What follows belongs to an exercise in optimizing a design on an open flow for small area; a production flow would make more cautious choices.
Function was checked by simulation only, so behaviour that the tests miss may differ from the original.
Power and IR drop assume default switching activity.

// toy_correlator
module toy_correlator (
  input  logic       vis_clock,
  input  logic       vis_reset,
  input  logic       sig_valid_i,
  input  logic [3:0] sig_idata_i,
  input  logic [3:0] sig_qdata_i,
  input  logic       m_tready_i,
  output logic       vis_start_o,
  output logic       vis_frame_o,
  output logic       m_tvalid_o,
  output logic [7:0] m_tdata_o,
  output logic       m_tlast_o,
  output logic       vis_overflow_o
);
clock: 6.0 ns
lec_check: 0
cap_margin: 0
core_margin: 2
core_utilization: 70
slew_margin: 0
standard.sh (not shown) runs the stock make flow with config.mk's settings and CLKGATE_MAP_FILE= SYNTH_SCRIPT=/design/flow/synth_recipe.tcl, a recipe that flattens the netlist after the stock synthesis.
==> flow/flow/run.sh <==
#!/bin/bash
# Own synthesis (flow/synth.tcl: the standard one with an area-oriented ABC
# mapping), then the standard layout from the synthesized netlist, with the
# smallest buffer on each port and a clock tree without dummy loads.
set -euo pipefail
W=$(pwd)
export OWN_ABC_SCRIPT="$W/flow/area.abc"
export BUFFER_PORTS_ARGS="-buffer_cell sky130_fd_sc_hd__buf_1"
export CTS_ARGS="-sink_clustering_enable -repair_clock_nets -sink_clustering_size 20 -sink_clustering_max_diameter 70 -buf_list sky130_fd_sc_hd__clkbuf_8 -dont_use_dummy_load"
sed -e "s#SYNTH_SCRIPT=[^ ]*#SYNTH_SCRIPT=$W/flow/synth.tcl#" standard.sh > own_synth.sh
bash own_synth.sh synth > synth.log 2>&1
bash standard.sh > standard.log 2>&1
==> flow/flow/area.abc <==
&get -n
&st
&dch
&nf -R 1000 -p -F 8 -A 4
&put
&get -n
&st
&dch
&nf -R 1000 -p -F 8 -A 4
&put
&get -n
&st
&dch
&nf -R 1000 -p -F 8 -A 4
&put
==> flow/flow/synth.tcl <==
# synth_recipe.tcl (the standard synthesis), with the final ABC mapping run for
# area and the arithmetic left to ABC instead of fixed half/full-adder cells.
# Flip-flops are mapped before ABC runs, so the registers, their names and
# cell types are those of the standard synthesis.
proc synth {args} { yosys synth -nofsm -noshare {*}$args }
proc extract_fa {args} { }
proc abc {args} {
  foreach o {-script -D} {
    set i [lsearch -exact $args $o]
    if { $i >= 0 } { set args [lreplace $args $i [expr {$i + 1}]] }
  }
  yosys abc {*}$args -script $::env(OWN_ABC_SCRIPT)
}
source $::env(SCRIPTS_DIR)/synth.tcl
# left out here: clear keep_hierarchy, flatten, clean up, hide names made inside functions, write 1_2_yosys.v
Rerun with:
--- a/flow/flow/run.sh
+++ b/flow/flow/run.sh
@@ -8,3 +8,3 @@
 export BUFFER_PORTS_ARGS="-buffer_cell sky130_fd_sc_hd__buf_1"
-export CTS_ARGS="-sink_clustering_enable -repair_clock_nets -sink_clustering_size 20 -sink_clustering_max_diameter 70 -buf_list sky130_fd_sc_hd__clkbuf_8 -dont_use_dummy_load"
+export CTS_ARGS="-sink_clustering_enable -repair_clock_nets -sink_clustering_size 10 -sink_clustering_max_diameter 45 -buf_list sky130_fd_sc_hd__clkbuf_4 -dont_use_dummy_load"
 sed -e "s#SYNTH_SCRIPT=[^ ]*#SYNTH_SCRIPT=$W/flow/synth.tcl#" standard.sh > own_synth.sh
==> flow/flow/area.abc (replaced) <==
strash
dch
amap
mfs2
strash
dch
amap
mfs2
strash
dch
amap
The changed run completed without violations. Sequential share of layout area rises by 0.39 points. Flip-flop and latch count does not change. Wire length rises by 0.57%. Final cell count rises by 10%. First-iteration DRC count rises by 15%. Clock-buffer cell count rises by 14. Design area falls by 0.69%. Utilization falls by 0.52 points. Total power rises by 1.5%.
Rerun with:
--- a/flow/flow/run.sh
+++ b/flow/flow/run.sh
@@ -8,3 +8,3 @@
 export BUFFER_PORTS_ARGS="-buffer_cell sky130_fd_sc_hd__buf_1"
-export CTS_ARGS="-sink_clustering_enable -repair_clock_nets -sink_clustering_size 10 -sink_clustering_max_diameter 45 -buf_list sky130_fd_sc_hd__clkbuf_4 -dont_use_dummy_load"
+export CTS_ARGS="-sink_clustering_enable -repair_clock_nets -sink_clustering_size 18 -sink_clustering_max_diameter 60 -buf_list sky130_fd_sc_hd__clkbuf_8 -dont_use_dummy_load"
 sed -e "s#SYNTH_SCRIPT=[^ ]*#SYNTH_SCRIPT=$W/flow/synth.tcl#" standard.sh > own_synth.sh
==> flow/flow/area.abc (replaced) <==
&get -n
&st
&dch
&nf -R 1000 -p -F 8 -A 4
&put
&get -n
&st
&dch
&nf -R 1000 -p -F 8 -A 4
&put
&get -n
&st
&dch
&nf -R 1000 -p -F 8 -A 4
&put
=> The new run went through all stages and came out clean; die area came out higher by 0.48%; design area came out higher by 0.82%; first-iteration DRC count came out lower by 14%; critical path depth came out lower by 3; routed wire length came out lower by 0.91%; sequential power hardly moves; clock skew came out lower by 0.044 ns; hold slack is better by 0.0072 ns; synthesized cell count came out lower by 10%; register-to-register slack is better by 0.28 ns.
Rerun with:
==> flow/flow/area.abc (replaced) <==
strash
dch
amap
mfs2
strash
dch
amap
Core utilization came out lower by 0.23 points.
Worst setup slack degrades by 0.10 ns.
Cell area stays flat.
Via count came out higher by 3.2%.
Hold slack improves by 0.014 ns.


## alpha
Another version of the RTL of toy_correlator (not shown whole).
Size in the first run: about 260 flip-flops, about 25 I/O pins, about 12000 sq um of cells after synthesis.
==> flow/config.mk <==
export PLATFORM = sky130hd
export DESIGN_NAME = toy_correlator
export DESIGN_NICKNAME = toy_correlator
export VERILOG_FILES = /design/flow/design.v
export SDC_FILE = /design/flow/constraint.sdc
export NUM_CORES = 4
export LEC_CHECK = 0
export CAP_MARGIN = 20
export CORE_MARGIN = 2
export CORE_UTILIZATION = 40
export SLEW_MARGIN = 20
==> flow/constraint.sdc <==
create_clock -name core_clock -period 6.0 [get_ports {vis_clock}]
set_input_delay 1.2000 -clock core_clock [delete_from_list [all_inputs] [get_ports {vis_clock}]]
set_output_delay 1.2000 -clock core_clock [all_outputs]
set_load 0.01 [all_outputs]
run.sh (not shown) runs the stock make flow with config.mk's settings and CLKGATE_MAP_FILE= SYNTH_SCRIPT=/design/flow/synth_recipe.tcl, a recipe that flattens the netlist after the stock synthesis.
Stock flow here: none of the scripts above is used.
Edits applied to the flow inputs when going from alpha to beta:
- CTS_BUF_LIST: unset -> sky130_fd_sc_hd__clkbuf_4 sky130_fd_sc_hd__clkbuf_8
- CORE_UTILIZATION: 40 -> 60
[summary]
Per the comparison of beta with alpha, cell-internal power fell 3.8%, setup slack up 27 ps, insertion delay to the later sink of the worst-skew pair roughly the same, sequential share of cell area moved up, wire length of the first global-routing pass fell about 0.4%.
Delta (beta minus alpha): clock share of power has decreased, number of H-tree levels went up, detailed route wirelength on metal3 now larger.
[compare] base=alpha new=beta: area of combinational cells with multiple inputs did not really move; depth of the critical timing path with buffers and inverters included barely changed; cell count saw a decrease.


v56:
The RTL this note starts from:
==> flow/design.v <==
`timescale 1ns/1ps
`default_nettype none
module vis_accumulator (
  input  logic        vis_clock,
  input  logic        vis_reset,
  input  logic        rst_d,       
  input  logic        frame_end,   
  input  logic        sig_valid_i,
  input  logic [3:0]  sig_idata_i,
  input  logic [3:0]  sig_qdata_i,
  input  logic [5:0]  pend,        
  input  logic [5:0]  sel,         
  output logic [11:0] word_o       
);
  localparam logic [11:0] BASE_A = {2'd2, 2'd1, 2'd1, 2'd0, 2'd0, 2'd0};
  localparam logic [11:0] BASE_B = {2'd3, 2'd3, 2'd2, 2'd3, 2'd2, 2'd1};
  logic [5:0] inc_f;
  logic [5:0] inc_g;
  logic [5:0] cnt_f [6];
  logic [5:0] cnt_g [6];
  logic [3:0] x;
  assign x = sig_idata_i ^ sig_qdata_i;
  always_comb begin
    for (int k = 0; k < 6; k++) begin
      logic ai, aq, bi, bq, bw;
      ai = sig_idata_i[BASE_A[2*k +: 2]];
      aq = sig_qdata_i[BASE_A[2*k +: 2]];
      bi = sig_idata_i[BASE_B[2*k +: 2]];
      bq = sig_qdata_i[BASE_B[2*k +: 2]];
      bw = !x[BASE_A[2*k +: 2]] && x[BASE_B[2*k +: 2]];   
      inc_f[k] = sig_valid_i && !(aq ^ bq ^ bw);
      inc_g[k] = sig_valid_i && (ai ^ bi ^ bw);
    end
  end
  genvar gk;
  generate
    for (gk = 0; gk < 6; gk++) begin : g_base
      localparam int PW = (gk == 5) ? 4 : 3;
      logic [PW-1:0] pnd_f;
      logic [PW-1:0] pnd_g;
      logic          take;
      logic          hold;
      assign take = sel[gk] || rst_d;
      assign hold = pend[gk] && !sel[gk];
      always_ff @(posedge vis_clock) begin
        cnt_f[gk] <= (take ? 6'(pnd_f) : cnt_f[gk]) + 6'(inc_f[gk] && !hold);
        cnt_g[gk] <= (take ? 6'(pnd_g) : cnt_g[gk]) + 6'(inc_g[gk] && !hold);
        if (vis_reset || frame_end) begin
          pnd_f <= '0;
          pnd_g <= '0;
        end else begin
          pnd_f <= pnd_f + PW'(inc_f[gk] && pend[gk]);
          pnd_g <= pnd_g + PW'(inc_g[gk] && pend[gk]);
        end
      end
    end
  endgenerate
  always_comb begin
    word_o = '0;
    for (int k = 0; k < 6; k++) begin
      word_o = word_o | ({cnt_f[k], cnt_g[k]} & {12{sel[k]}});
    end
  end
endmodule
`default_nettype wire
`timescale 1ns/1ps
`default_nettype none
module vis_fifo (
  input  logic        vis_clock,
  input  logic        vis_reset,
  input  logic        wr_i,
  input  logic [12:0] word_i,
  input  logic        ready_i,
  output logic        valid_o,
  output logic [12:0] word_o,     
  output logic        overflow_o
);
  logic [12:0] sh [9];
  logic [3:0]  count;
  logic        full;
  logic        push;
  logic        pop;
  assign full    = count[3];   
  assign valid_o = (count != 4'd0);
  assign push    = wr_i && !full;
  assign pop     = valid_o && ready_i;
  assign word_o  = sh[count];
  always_ff @(posedge vis_clock) begin
    if (push) begin
      sh[0] <= word_i;
      for (int i = 1; i < 9; i++) sh[i] <= sh[i-1];
    end
  end
  always_ff @(posedge vis_clock) begin
    if (vis_reset) begin
      count      <= '0;
      overflow_o <= 1'b0;
    end else begin
      count <= count + 4'(push) - 4'(pop);
      if (wr_i && full) overflow_o <= 1'b1;
    end
  end
endmodule
`default_nettype wire
`timescale 1ns/1ps
`default_nettype none
module byte_serializer (
  input  logic        vis_clock,
  input  logic        vis_reset,
  input  logic        valid_i,
  input  logic [12:0] word_i,
  input  logic        m_tready_i,
  output logic        ready_o,
  output logic        m_tvalid_o,
  output logic [7:0]  m_tdata_o,
  output logic        m_tlast_o
);
  logic        busy;
  logic [2:0]  idx;
  logic [11:0] sw;
  logic        slast;
  logic [6:0]  dv;
  assign ready_o = !busy;
  always_ff @(posedge vis_clock) begin
    if (vis_reset) begin
      busy <= 1'b0;
      idx  <= '0;
    end else if (valid_i && !busy) begin
      busy <= 1'b1;
      idx  <= '0;
    end else if (busy && m_tready_i) begin
      idx <= idx + 1'b1;
      if (idx == 3'd7) busy <= 1'b0;
    end
  end
  assign {sw, slast} = word_i;
  logic [6:0] sum;
  assign sum = {1'b0, sw[11:6]} + ({1'b0, sw[5:0]} ^ {7{idx[2]}}) + 7'(idx[2]);
  assign dv  = idx[2] ? sum : {sum[6:5] - 2'd1, sum[4:0]};
  assign m_tvalid_o = busy;
  assign m_tdata_o  = (idx[1:0] == 2'd0) ? {dv, 1'b0} : {8{dv[6]}};
  assign m_tlast_o  = busy && slast && (idx == 3'd7);
endmodule
`default_nettype wire
`timescale 1ns/1ps
`default_nettype none
module toy_correlator (
  input  logic       vis_clock,
  input  logic       vis_reset,
  input  logic       sig_valid_i,
  input  logic [3:0] sig_idata_i,
  input  logic [3:0] sig_qdata_i,
  input  logic       m_tready_i,
  output logic       vis_start_o,
  output logic       vis_frame_o,
  output logic       m_tvalid_o,
  output logic [7:0] m_tdata_o,
  output logic       m_tlast_o,
  output logic       vis_overflow_o
);
  logic [2:0] wcnt;      
  logic [1:0] blk;       
  logic       rst_d;     
  logic       block_done;
  logic       frame_end;
  assign block_done = sig_valid_i && (wcnt == 3'd7);
  assign frame_end  = block_done && (blk == 2'd3) && !vis_reset;
  always_ff @(posedge vis_clock) begin
    rst_d <= vis_reset;
    if (vis_reset) begin
      wcnt        <= '0;
      blk         <= '0;
      vis_start_o <= 1'b0;
      vis_frame_o <= 1'b0;
    end else begin
      if (sig_valid_i) wcnt <= wcnt + 1'b1;
      if (block_done) blk <= blk + 1'b1;
      vis_start_o <= block_done && !vis_frame_o;
      if (block_done) vis_frame_o <= 1'b1;
    end
  end
  logic [6:0] pend;
  logic [2:0] ph;
  logic       strobe;
  logic [5:0] sel;
  logic       wr;
  assign strobe = pend[6] && (ph == 3'd1);
  assign wr     = strobe && !pend[0];
  always_comb begin
    for (int k = 0; k < 6; k++) sel[k] = strobe && pend[k+1] && !pend[k];
  end
  always_ff @(posedge vis_clock) begin
    ph <= frame_end ? 3'd0 : ph + 1'b1;
    if (vis_reset) begin
      pend <= '0;
    end else if (frame_end) begin
      pend <= '1;
    end else if (strobe) begin
      pend <= {pend[5:0], 1'b0};
    end
  end
  logic [11:0] acc_word;
  logic        q_valid;
  logic        q_ready;
  logic [12:0] q_word;
  vis_accumulator u_accum (
    .vis_clock   (vis_clock),
    .vis_reset   (vis_reset),
    .rst_d       (rst_d),
    .frame_end   (frame_end),
    .sig_valid_i (sig_valid_i),
    .sig_idata_i (sig_idata_i),
    .sig_qdata_i (sig_qdata_i),
    .pend        (pend[6:1]),
    .sel         (sel),
    .word_o      (acc_word)
  );
  vis_fifo u_fifo (
    .vis_clock  (vis_clock),
    .vis_reset  (vis_reset),
    .wr_i       (wr),
    .word_i     ({acc_word, sel[5]}),
    .ready_i    (q_ready),
    .valid_o    (q_valid),
    .word_o     (q_word),
    .overflow_o (vis_overflow_o)
  );
  byte_serializer u_serializer (
    .vis_clock  (vis_clock),
    .vis_reset  (vis_reset),
    .valid_i    (q_valid),
    .word_i     (q_word),
    .m_tready_i (m_tready_i),
    .ready_o    (q_ready),
    .m_tvalid_o (m_tvalid_o),
    .m_tdata_o  (m_tdata_o),
    .m_tlast_o  (m_tlast_o)
  );
endmodule
`default_nettype wire
Settings: LEC_CHECK=0, ABC_AREA=1, CAP_MARGIN=20, CORE_MARGIN=2, CORE_UTILIZATION=70, SLEW_MARGIN=20; clock period 6.0 ns.
standard.sh (not shown) runs the stock make flow with config.mk's settings and CLKGATE_MAP_FILE= SYNTH_SCRIPT=/design/flow/synth_recipe.tcl, a recipe that flattens the netlist after the stock synthesis.
==> flow/flow/run.sh <==
#!/bin/bash
# Standard layout, with the smallest buffer on each port and a leaner clock tree
set -euo pipefail
export BUFFER_PORTS_ARGS="-buffer_cell sky130_fd_sc_hd__buf_1"
export CTS_ARGS="-sink_clustering_enable -repair_clock_nets -sink_clustering_size 30 -sink_clustering_max_diameter 100 -buf_list sky130_fd_sc_hd__clkbuf_16 -dont_use_dummy_load"
bash standard.sh > standard.log 2>&1
Here is what was changed in the inputs of v41 compared with v56.
Settings: ABC_AREA no longer set, was 1.
==> flow/flow/run.sh <==
#!/bin/bash
# Own synthesis (flow/synth.tcl: the standard one with an area-oriented ABC
# mapping), then the standard layout from the synthesized netlist, with the
# smallest buffer on each port and a clock tree without dummy loads.
set -euo pipefail
W=$(pwd)
export OWN_ABC_SCRIPT="$W/flow/area.abc"
export BUFFER_PORTS_ARGS="-buffer_cell sky130_fd_sc_hd__buf_1"
export CTS_ARGS="-sink_clustering_enable -repair_clock_nets -sink_clustering_size 16 -sink_clustering_max_diameter 60 -buf_list sky130_fd_sc_hd__clkbuf_8 -dont_use_dummy_load"
sed -e "s#SYNTH_SCRIPT=[^ ]*#SYNTH_SCRIPT=$W/flow/synth.tcl#" standard.sh > own_synth.sh
bash own_synth.sh synth > synth.log 2>&1
bash standard.sh > standard.log 2>&1
==> flow/flow/area.abc (new file) <==
&get -n
&st
&dch
&nf -R 1000 -p -F 8 -A 4
&put
mfs2
&get -n
&st
&dch
&nf -R 1000 -p -F 8 -A 4
&put
mfs2
&get -n
&st
&dch
&nf -R 1000 -p -F 8 -A 4
&put
==> flow/flow/synth.tcl (new file) <==
# synth_recipe.tcl (the standard synthesis), with the final ABC mapping run for
# area and the arithmetic left to ABC instead of fixed half/full-adder cells.
# Flip-flops are mapped before ABC runs, so the registers, their names and
# cell types are those of the standard synthesis.
proc synth {args} { yosys synth -nofsm -noshare {*}$args }
proc extract_fa {args} { }
proc abc {args} {
  foreach o {-script -D} {
    set i [lsearch -exact $args $o]
    if { $i >= 0 } { set args [lreplace $args $i [expr {$i + 1}]] }
  }
  yosys abc {*}$args -script $::env(OWN_ABC_SCRIPT)
}
source $::env(SCRIPTS_DIR)/synth.tcl
# left out here: clear keep_hierarchy, flatten, clean up, hide names made inside functions, write 1_2_yosys.v
Results
v41 finished end to end and its layout was clean on timing, DRC and antenna. Number of instances on the worst hold path: v41 vs v56 up 1. Of the two values seen for master of the slowest instance on the critical path, dfxtp_4 was produced by v41 and nor2_1 by v56. v41 vs v56, placement-stage worst setup slack went down by 0.48 ns. Changes observed in v41 relative to v56: final cycle utilization of the critical path shows an increase of 2.2 points; pin count of the biggest net entering global routing shows an increase of 28; worst setup slack shows a reduction of 0.13 ns. Against v56, v41 comes in 3.5 points higher on synthesis-to-layout area growth. v56 → v41: count of clock-net buffers in the final layout went up 8; detailed-routed wire length on met3 grew by 760 um.
Modified inputs, v16 compared to v41
Settings: an added CTS_CLUSTER_SIZE of 16; an added CTS_CLUSTER_DIAMETER of 60; an added ABC_AREA of 1; an added CTS_BUF_LIST of sky130_fd_sc_hd__clkbuf_8.
==> flow/flow/run.sh <==
#!/bin/bash
# Standard layout, with the smallest buffer on each port
set -euo pipefail
export BUFFER_PORTS_ARGS="-buffer_cell sky130_fd_sc_hd__buf_1"
bash standard.sh > standard.log 2>&1
removed: flow/flow/area.abc
removed: flow/flow/synth.tcl
Compared to v41, v16 has cell area after synthesis 12% higher. Of v16 and v41, the higher non-clock buffer count belongs to v41. The worst reg2reg path depth reported for v16 is greater than that of v41 by 1. Summary of v16 over v41: compound-cell area share of the yosys netlist -2.1 points; placeable core area moved up; utilization shrank by 1.8 points; deepest level of the CTS H-tree held; total number of tap cells went up 32.

==> afterwards: timing with drivers on the ports <==
The flow's constraints put no driver on any port. The routed layouts listed below were extracted and timed again, unchanged, in two steps.
Step 1 assumes that a clkbuf_16 drives the clock port and a buf_2 every other input.
Step 2 adds t to the input delays and takes it off the output delays; t is the mean of the earliest and latest rising clock arrival at the registers after step 1. Input paths then give back, and output paths get back, about the clock's delay inside the block.
Three values: ideal, step 1, step 2; two values: the first two.
run | shift t [ns] | setup WS [ns] | hold slack, ns | clock arrival spread, ns
the first run of note 1 | 0.532 | 1.004 / 0.964 / 1.496 | 0.451 / 0.451 / 0.451 | 0.040 / 0.040
the second run of note 1 | 0.694 | 0.597 / 0.557 / 1.250 | 0.435 / 0.435 / 0.435 | 0.097 / 0.097
the third run of note 1 | 0.534 | 1.001 / 0.962 / 1.495 | 0.443 / 0.443 / 0.443 | 0.052 / 0.053
the fourth run of note 1 | 0.544 | 0.900 / 0.862 / 1.407 | 0.457 / 0.457 / 0.457 | 0.025 / 0.025
alpha | 0.583 | 1.524 / 1.476 / 2.059 | 0.449 / 0.449 / 0.449 | 0.018 / 0.018
beta | 0.585 | 1.550 / 1.507 / 2.092 | 0.455 / 0.455 / 0.455 | 0.013 / 0.013
v56 | 0.500 | 0.384 / 0.335 / 0.835 | 0.455 / 0.455 / 0.455 | 0.038 / 0.038
v41 | 0.558 | 0.254 / 0.216 / 0.775 | 0.454 / 0.454 / 0.454 | 0.048 / 0.049
v16 | 0.561 | 0.349 / 0.304 / 0.865 | 0.457 / 0.457 / 0.457 | 0.018 / 0.018
After both steps every run listed still meets setup and hold.
